What follows belongs to an exercise in optimizing a design on an open flow for small area; a production flow would make more cautious choices.
RTL that was checked went through simulation tests only; none was proved equivalent to the original.
Power and IR drop assume default switching activity.

==> v38: inputs <==
## pusher_top
module pusher_top (
    input  logic          clk,
    input  logic          rst_ff,
    input  logic          valid,
    input  logic          noop,
    input  logic [47:0]   particle_in,
    input  logic [191:0]  phi_in,
    output logic          valid_req,
    output logic [255:0]  raddr,
    output logic          valid_out,
    output logic [47:0]   particle_out,
    output logic          done
);
clock: 5.0 ns
lec_check: 0
cap_margin: 20
core_margin: 2
core_utilization: 70
place_density: 0.85
slew_margin: 20
synth_hierarchical: 1
synth_minimum_keep_size: 0
standard.sh (not shown) runs the stock make flow with config.mk's settings and CLKGATE_MAP_FILE= SYNTH_SCRIPT=/design/flow/synth_recipe.tcl, a recipe that flattens the netlist after the stock synthesis.
==> flow/flow/run.sh <==
#!/bin/bash
# The standard layout, with the smallest buffer on the ports and a clock tree of few, large buffers.
set -euo pipefail
export BUFFER_PORTS_ARGS="-buffer_cell sky130_fd_sc_hd__buf_1"
export CTS_ARGS="-sink_clustering_enable -repair_clock_nets -sink_clustering_size 20 -sink_clustering_max_diameter 50 -buf_list sky130_fd_sc_hd__clkbuf_8 -dont_use_dummy_load"
bash standard.sh > make_finish.log 2>&1
==> v3 (differences from v38) <==
--- a/flow/design.v
+++ b/flow/design.v
@@ -25,15 +25,15 @@
     always_ff @(posedge clk) begin
         if (rst_ff)    cnt <= '0;
         else if (v[9]) cnt <= cnt + 4'd1;
     end
     assign done = &cnt;
     logic [7:0] in_pyf, in_pxf, in_rf;
-    assign in_pyf = particle_in[39:32];
-    assign in_pxf = particle_in[23:16];
-    assign in_rf  = particle_in[9:2];
+    assign in_pyf = p1[39:32];
+    assign in_pxf = p1[23:16];
+    assign in_rf  = p1[9:2];
     logic [8:0] k_x0, k_x1, k_y2, k_y3;
     always_comb begin
         k_x0[0] = 1'b1;    
         k_x1[0] = 1'b0;    
         k_y2[0] = 1'b1;
         k_y3[0] = 1'b0;
@@ -42,18 +42,16 @@
             k_x1[i+1] = (in_pxf[i] &  in_rf[i]) | (in_pxf[i] & k_x1[i]) | ( in_rf[i] & k_x1[i]);
             k_y2[i+1] = (in_pyf[i] & ~in_rf[i]) | (in_pyf[i] & k_y2[i]) | (~in_rf[i] & k_y2[i]);
             k_y3[i+1] = (in_pyf[i] &  in_rf[i]) | (in_pyf[i] & k_y3[i]) | ( in_rf[i] & k_y3[i]);
         end
     end
     logic c1_x0, c1_x1, c1_y2, c1_y3;
-    always_ff @(posedge clk) begin
-        c1_x0 <= k_x0[8];
-        c1_x1 <= k_x1[8];
-        c1_y2 <= k_y2[8];
-        c1_y3 <= k_y3[8];
-    end
+    assign c1_x0 = k_x0[8];
+    assign c1_x1 = k_x1[8];
+    assign c1_y2 = k_y2[8];
+    assign c1_y3 = k_y3[8];
     logic [7:0] w_x0, w_x1, w_y2, w_y3;
     logic [7:0] gy [4];
     logic [7:0] gx [4];
     assign gy[0] = p2[47:40]; assign gx[0] = w_x0;
     assign gy[1] = p2[47:40]; assign gx[1] = w_x1;
     assign gy[2] = w_y2;      assign gx[2] = p2[31:24];
==> flow/flow/run.sh (replaced) <==
#!/bin/bash
# The standard layout, with the smallest buffer on the ports and a clock tree of few, large buffers.
set -euo pipefail
export BUFFER_PORTS_ARGS="-buffer_cell sky130_fd_sc_hd__buf_1"
export CTS_ARGS="-sink_clustering_enable -repair_clock_nets -sink_clustering_size 20 -sink_clustering_max_diameter 50 -buf_list {sky130_fd_sc_hd__clkbuf_4 sky130_fd_sc_hd__clkbuf_8} -dont_use_dummy_load"
bash standard.sh > make_finish.log 2>&1
==> results.txt <==
- Of v38 and v3, v38 has the higher worst hold slack (gap 0.0028 ns).
- Of v3 and v38, v38 has the higher cell count (gap 0.23%, measured against v38).
- Between v3 and v38, the lower die area is in v3 (gap 0.40%, measured against v38).
- Of v3 and v38, v3 has the higher first-iteration DRC count (gap 41%, measured against v38).
- In v3 the setup slack is lower than in v38, by 0.015 ns.
- Against v38, the area after synthesis of v3 is lower by 0.41%.
- Against v38, the register-to-register slack of v3 is better by 0.03 ns.

---

==> run a <==
pusher_top, a different RTL version from the one above (not shown whole).
Settings: LEC_CHECK=0, CAP_MARGIN=20, CORE_MARGIN=2, CORE_UTILIZATION=40, PLACE_DENSITY=0.6, SLEW_MARGIN=20; clock period 5.0 ns.
run.sh (not shown) runs the stock make flow with config.mk's settings and CLKGATE_MAP_FILE= SYNTH_SCRIPT=/design/flow/synth_recipe.tcl, a recipe that flattens the netlist after the stock synthesis.
Stock flow here: none of the scripts above is used.
==> inputs of run b, as changes to run a <==
==> flow/flow/run.sh (new file) <==
#!/bin/bash
# Standard layout, with the smallest buffer on the ports.
set -euo pipefail
export BUFFER_PORTS_ARGS="-buffer_cell sky130_fd_sc_hd__buf_1"
bash standard.sh > make_finish.log 2>&1
==> flow/standard.sh (new file) <==
#!/bin/bash
# synth_recipe.tcl (not shown) runs the flow's synth.tcl, then flattens the netlist and writes it again
# the make line also repeats each setting of config.mk as NAME=value (left out here)
make -C /OpenROAD-flow-scripts/flow DESIGN_CONFIG=/design/flow/config.mk WORK_HOME=/design/flow/orfs CLKGATE_MAP_FILE= SYNTH_SCRIPT=/design/flow/synth_recipe.tcl "${@:-finish}"
--- a/flow/config.mk
+++ b/flow/config.mk
@@ -8,5 +8,6 @@
 export CAP_MARGIN = 20
 export CORE_MARGIN = 2
-export CORE_UTILIZATION = 40
-export PLACE_DENSITY = 0.6
+export CORE_UTILIZATION = 55
+export CTS_BUF_LIST = sky130_fd_sc_hd__clkbuf_4 sky130_fd_sc_hd__clkbuf_8
+export PLACE_DENSITY = 0.65
 export SLEW_MARGIN = 20
removed: flow/run.sh
==> results.txt <==
	run b	run a
Status	finished clean	finished clean
Clock Skew	34.4 ps	18.6 ps
Worst reg2reg startpoint	fx5_r0[0]$_DFF_P_	fx5_ci$_DFF_P_
Number of vias in the routed layout	11462	11312
Share of the final layout cell area in multi-input gates	28.0%	24.2%
Gp weighted congestion	0.869	0.888
Final standard cell area without fillers	23500 sq um	27100 sq um
Via density	4.45	4.15
Overall routed net length	38200 um	47200 um
Clock transition at the registers of the reported paths	60 ps	70 ps
Time the worst path needs with I/O delays and setup	4020 ps	4080 ps
Fin Hold WS	305 ps	313 ps
# fillers	2729	4221
Leakage	10.6 nW	12.0 nW
Combined global-route utilization of all metal layers	20.3%	18.1%
Crit. Startpoint	fx5_r0[0]$_DFF_P_	fx5_ci$_DFF_P_
Fmax	249 MHz	245 MHz
Routed wire length on met3	2070 um	3500 um
Share of post-route cells with drive strength above 1	8.48%	5.49%
No run of this note included a check of the RTL's function; only the layout flow was run.

---

==> trial 85: inputs <==
pusher_top with an RTL version that a note above also has.
// pusher_top
module pusher_top (
    input  logic          clk,
    input  logic          rst_ff,
    input  logic          valid,
    input  logic          noop,
    input  logic [47:0]   particle_in,
    input  logic [191:0]  phi_in,
    output logic          valid_req,
    output logic [255:0]  raddr,
    output logic          valid_out,
    output logic [47:0]   particle_out,
    output logic          done
);
clock: 5.0 ns
lec_check: 0
cap_margin: 20
core_margin: 2
core_utilization: 70
place_density: 0.85
slew_margin: 20
synth_hierarchical: 1
synth_minimum_keep_size: 0
standard.sh (not shown) runs the stock make flow with config.mk's settings and CLKGATE_MAP_FILE= SYNTH_SCRIPT=/design/flow/synth_recipe.tcl, a recipe that flattens the netlist after the stock synthesis.
==> flow/flow/run.sh <==
#!/bin/bash
# The standard layout, with the smallest buffer on the ports and a clock tree of few, large buffers.
set -euo pipefail
export BUFFER_PORTS_ARGS="-buffer_cell sky130_fd_sc_hd__buf_1"
export CTS_ARGS="-sink_clustering_enable -repair_clock_nets -sink_clustering_size 20 -sink_clustering_max_diameter 60 -buf_list sky130_fd_sc_hd__clkbuf_8 -dont_use_dummy_load"
bash standard.sh > make_finish.log 2>&1
==> inputs of build 83, as changes to trial 85 <==
==> flow/flow/run.sh (replaced) <==
#!/bin/bash
# The standard layout, with the smallest buffer on the ports and a clock tree of few, large buffers.
set -euo pipefail
export BUFFER_PORTS_ARGS="-buffer_cell sky130_fd_sc_hd__buf_1"
export CTS_ARGS="-sink_clustering_enable -repair_clock_nets -sink_clustering_size 20 -sink_clustering_max_diameter 50 -buf_list sky130_fd_sc_hd__clkbuf_8 -dont_use_dummy_load"
bash standard.sh > make_finish.log 2>&1
==> flow_summary.ini <==
[routing]
drt-vias-per-instance = 4.82
drt-initial-drc-count = 552
wl_per_cell_microns = 18.5

[timing]
whs_ns = 0.266

[power_and_ir_drop]
pg_comb_mw = 2.53
p_seq_frac = 0.545
total_power_mw = 9.41

[status]
run_status = finished clean
Source of the figures above: trial 85

==> flow_summary.ini <==
[status]
run_status = finished clean

[power_and_ir_drop]
p_seq_frac = 0.540
total_power_mw = 9.49

[routing]
wl_per_cell_microns = 18.6
Source of the figures above: build 83


---

==> job 4487: inputs <==
Another version of the RTL of pusher_top (not shown whole).
==> flow/design.v (excerpt) <==
module pusher_top (
    input  logic          clk,
    input  logic          rst_ff,
    input  logic          valid,
    input  logic          noop,
    input  logic [47:0]   particle_in,
    input  logic [191:0]  phi_in,
    output logic          valid_req,
    output logic [255:0]  raddr,
    output logic          valid_out,
    output logic [47:0]   particle_out,
    output logic          done
);
clock: 5.0 ns
lec_check: 0
cap_margin: 20
core_margin: 2
core_utilization: 65
place_density: 0.75
slew_margin: 20
synth_hierarchical: 1
synth_minimum_keep_size: 0
==> flow/flow/run.sh <==
#!/bin/bash
# The standard layout, with the smallest buffer on the ports and a clock tree of few, large buffers.
set -euo pipefail
export BUFFER_PORTS_ARGS="-buffer_cell sky130_fd_sc_hd__buf_1"
export CTS_ARGS="-sink_clustering_enable -repair_clock_nets -sink_clustering_size 18 -sink_clustering_max_diameter 50 -buf_list sky130_fd_sc_hd__clkbuf_8 -dont_use_dummy_load"
bash standard.sh > make_finish.log 2>&1
==> job 820: changes against job 4487 <==
==> flow/flow/run.sh (replaced) <==
#!/bin/bash
# The standard layout, with the smallest buffer on the ports and a clock tree of few, large buffers.
set -euo pipefail
export BUFFER_PORTS_ARGS="-buffer_cell sky130_fd_sc_hd__buf_1"
export CTS_ARGS="-sink_clustering_enable -repair_clock_nets -sink_clustering_size 20 -sink_clustering_max_diameter 50 -buf_list sky130_fd_sc_hd__clkbuf_8 -dont_use_dummy_load"
bash standard.sh > make_finish.log 2>&1
CORE_UTILIZATION = 70   (was 65)
PLACE_DENSITY = 0.85   (was 0.75)
==> job 268: changes against job 4487 <==
==> flow/flow/run.sh (replaced) <==
#!/bin/bash
# The standard layout, with the smallest buffer on the ports and a clock tree of few, large buffers.
set -euo pipefail
export BUFFER_PORTS_ARGS="-buffer_cell sky130_fd_sc_hd__buf_1"
export CTS_ARGS="-sink_clustering_enable -repair_clock_nets -sink_clustering_size 20 -sink_clustering_max_diameter 50 -buf_list sky130_fd_sc_hd__clkbuf_16 -dont_use_dummy_load"
bash standard.sh > make_finish.log 2>&1
==> comparison <==
Job 4487 finished clean. Job 820 completed with no timing, DRC or antenna violations. Job 268 completed without violations.
In non-clock buffer count, job 820 and job 4487 do not differ.
Of job 820 and job 268, job 268 has the higher worst hold slack (gap 0.021 ns).
Core utilization: job 4487 is lower than job 820 (4.8 points).
Between job 268 and job 4487, the lower power is in job 4487 (gap 7.6%, measured against job 4487).
Between job 820 and job 4487, the lower clock power is in job 820 (gap about 2%, measured against job 4487).
In job 820 the wire length is higher than in job 4487, by about 1.7%.
==> figures <==
| quantity | job 4487 | job 820 | job 268 |
|---|---|---|---|
| Result of the run | no timing/DRC/antenna violations | no timing/DRC/antenna violations | no timing/DRC/antenna violations |
| Post-CTS clock slew at the launch and capture registers of the worst setup and hold paths | 0.10 ns | 0.11 ns | 0.07 ns |
| Tot GR Track Use | 21.0% | 22.8% | 21.2% |
| Worst path required time | 5.47 ns | 5.49 ns | 5.44 ns |
| Power density cells | 449 nW/µm² | 450 nW/µm² | 474 nW/µm² |
| Share of the final layout cell area in sequential cells | 52.0% | 52.2% | 51.1% |
| Site row count | 64 | 62 | 64 |
| CP Max Fanout | 2 | 3 | 2 |
| Clkbuf count | 41 | 39 | 39 |
| Fraction of met2 tracks used by global routing | 36.0% | 40.2% | 37.1% |
| Number of diodes | 3 | 2 | 1 |
| Met1 global-route usage | 26.9% | 28.5% | 27.2% |
| Cts bufs inserted | 41 | 39 | 39 |
No run of this note included a check of the RTL's function; only the layout flow was run.

## static timing again, ports no longer ideal
The flow's constraints put no driver on any port. The routed layouts listed below were extracted and timed again, unchanged, in two steps. Step 1 (the two cells are an assumption about what drives the block):
set clk [get_ports {clk}]
set_driving_cell -lib_cell sky130_fd_sc_hd__clkbuf_16 $clk
set_driving_cell -lib_cell sky130_fd_sc_hd__buf_2 [delete_from_list [all_inputs] $clk]
Step 2 times the ports against the registers' clock, not the clock port: input delays grow and output delays shrink by t, the midpoint of the rising clock arrivals with the driver on. a / b / c = no drivers / after step 1 / after step 2; a / b = the first two.
run	shift t [ns]	setup slack, ns	clock arrival spread, ns	worst register clock-pin slew, ns	worst data-port slew with drivers (ns)
v38	0.559	0.159 / 0.113 / -0.044	0.094 / 0.093	0.11 / 0.11	0.08
v3	0.569	0.144 / 0.100 / -0.070	0.106 / 0.106	0.11 / 0.11	0.10
run a	0.635	0.919 / 0.919 / 0.572	0.021 / 0.021	0.07 / 0.07	0.11
run b	0.624	0.980 / 0.980 / 0.918	0.042 / 0.042	0.07 / 0.07	0.10
trial 85	0.552	0.165 / 0.118 / -0.063	0.123 / 0.123	0.11 / 0.11	0.10
build 83	0.569	0.144 / 0.100 / -0.070	0.106 / 0.106	0.11 / 0.11	0.10
job 4487	0.585	1.107 / 1.107 / 1.107	0.053 / 0.053	0.10 / 0.10	0.10
job 820	0.565	1.133 / 1.133 / 1.119	0.076 / 0.076	0.11 / 0.11	0.09
job 268	0.552	1.122 / 1.122 / 1.102	0.063 / 0.063	0.08 / 0.08	0.09
Met with ideal ports but missed after step 2: setup timing in v38, v3, trial 85 and build 83. For run a, which loses most, drivers alone change the setup slack by 0.000 ns; drivers and shift together by -0.347 ns.
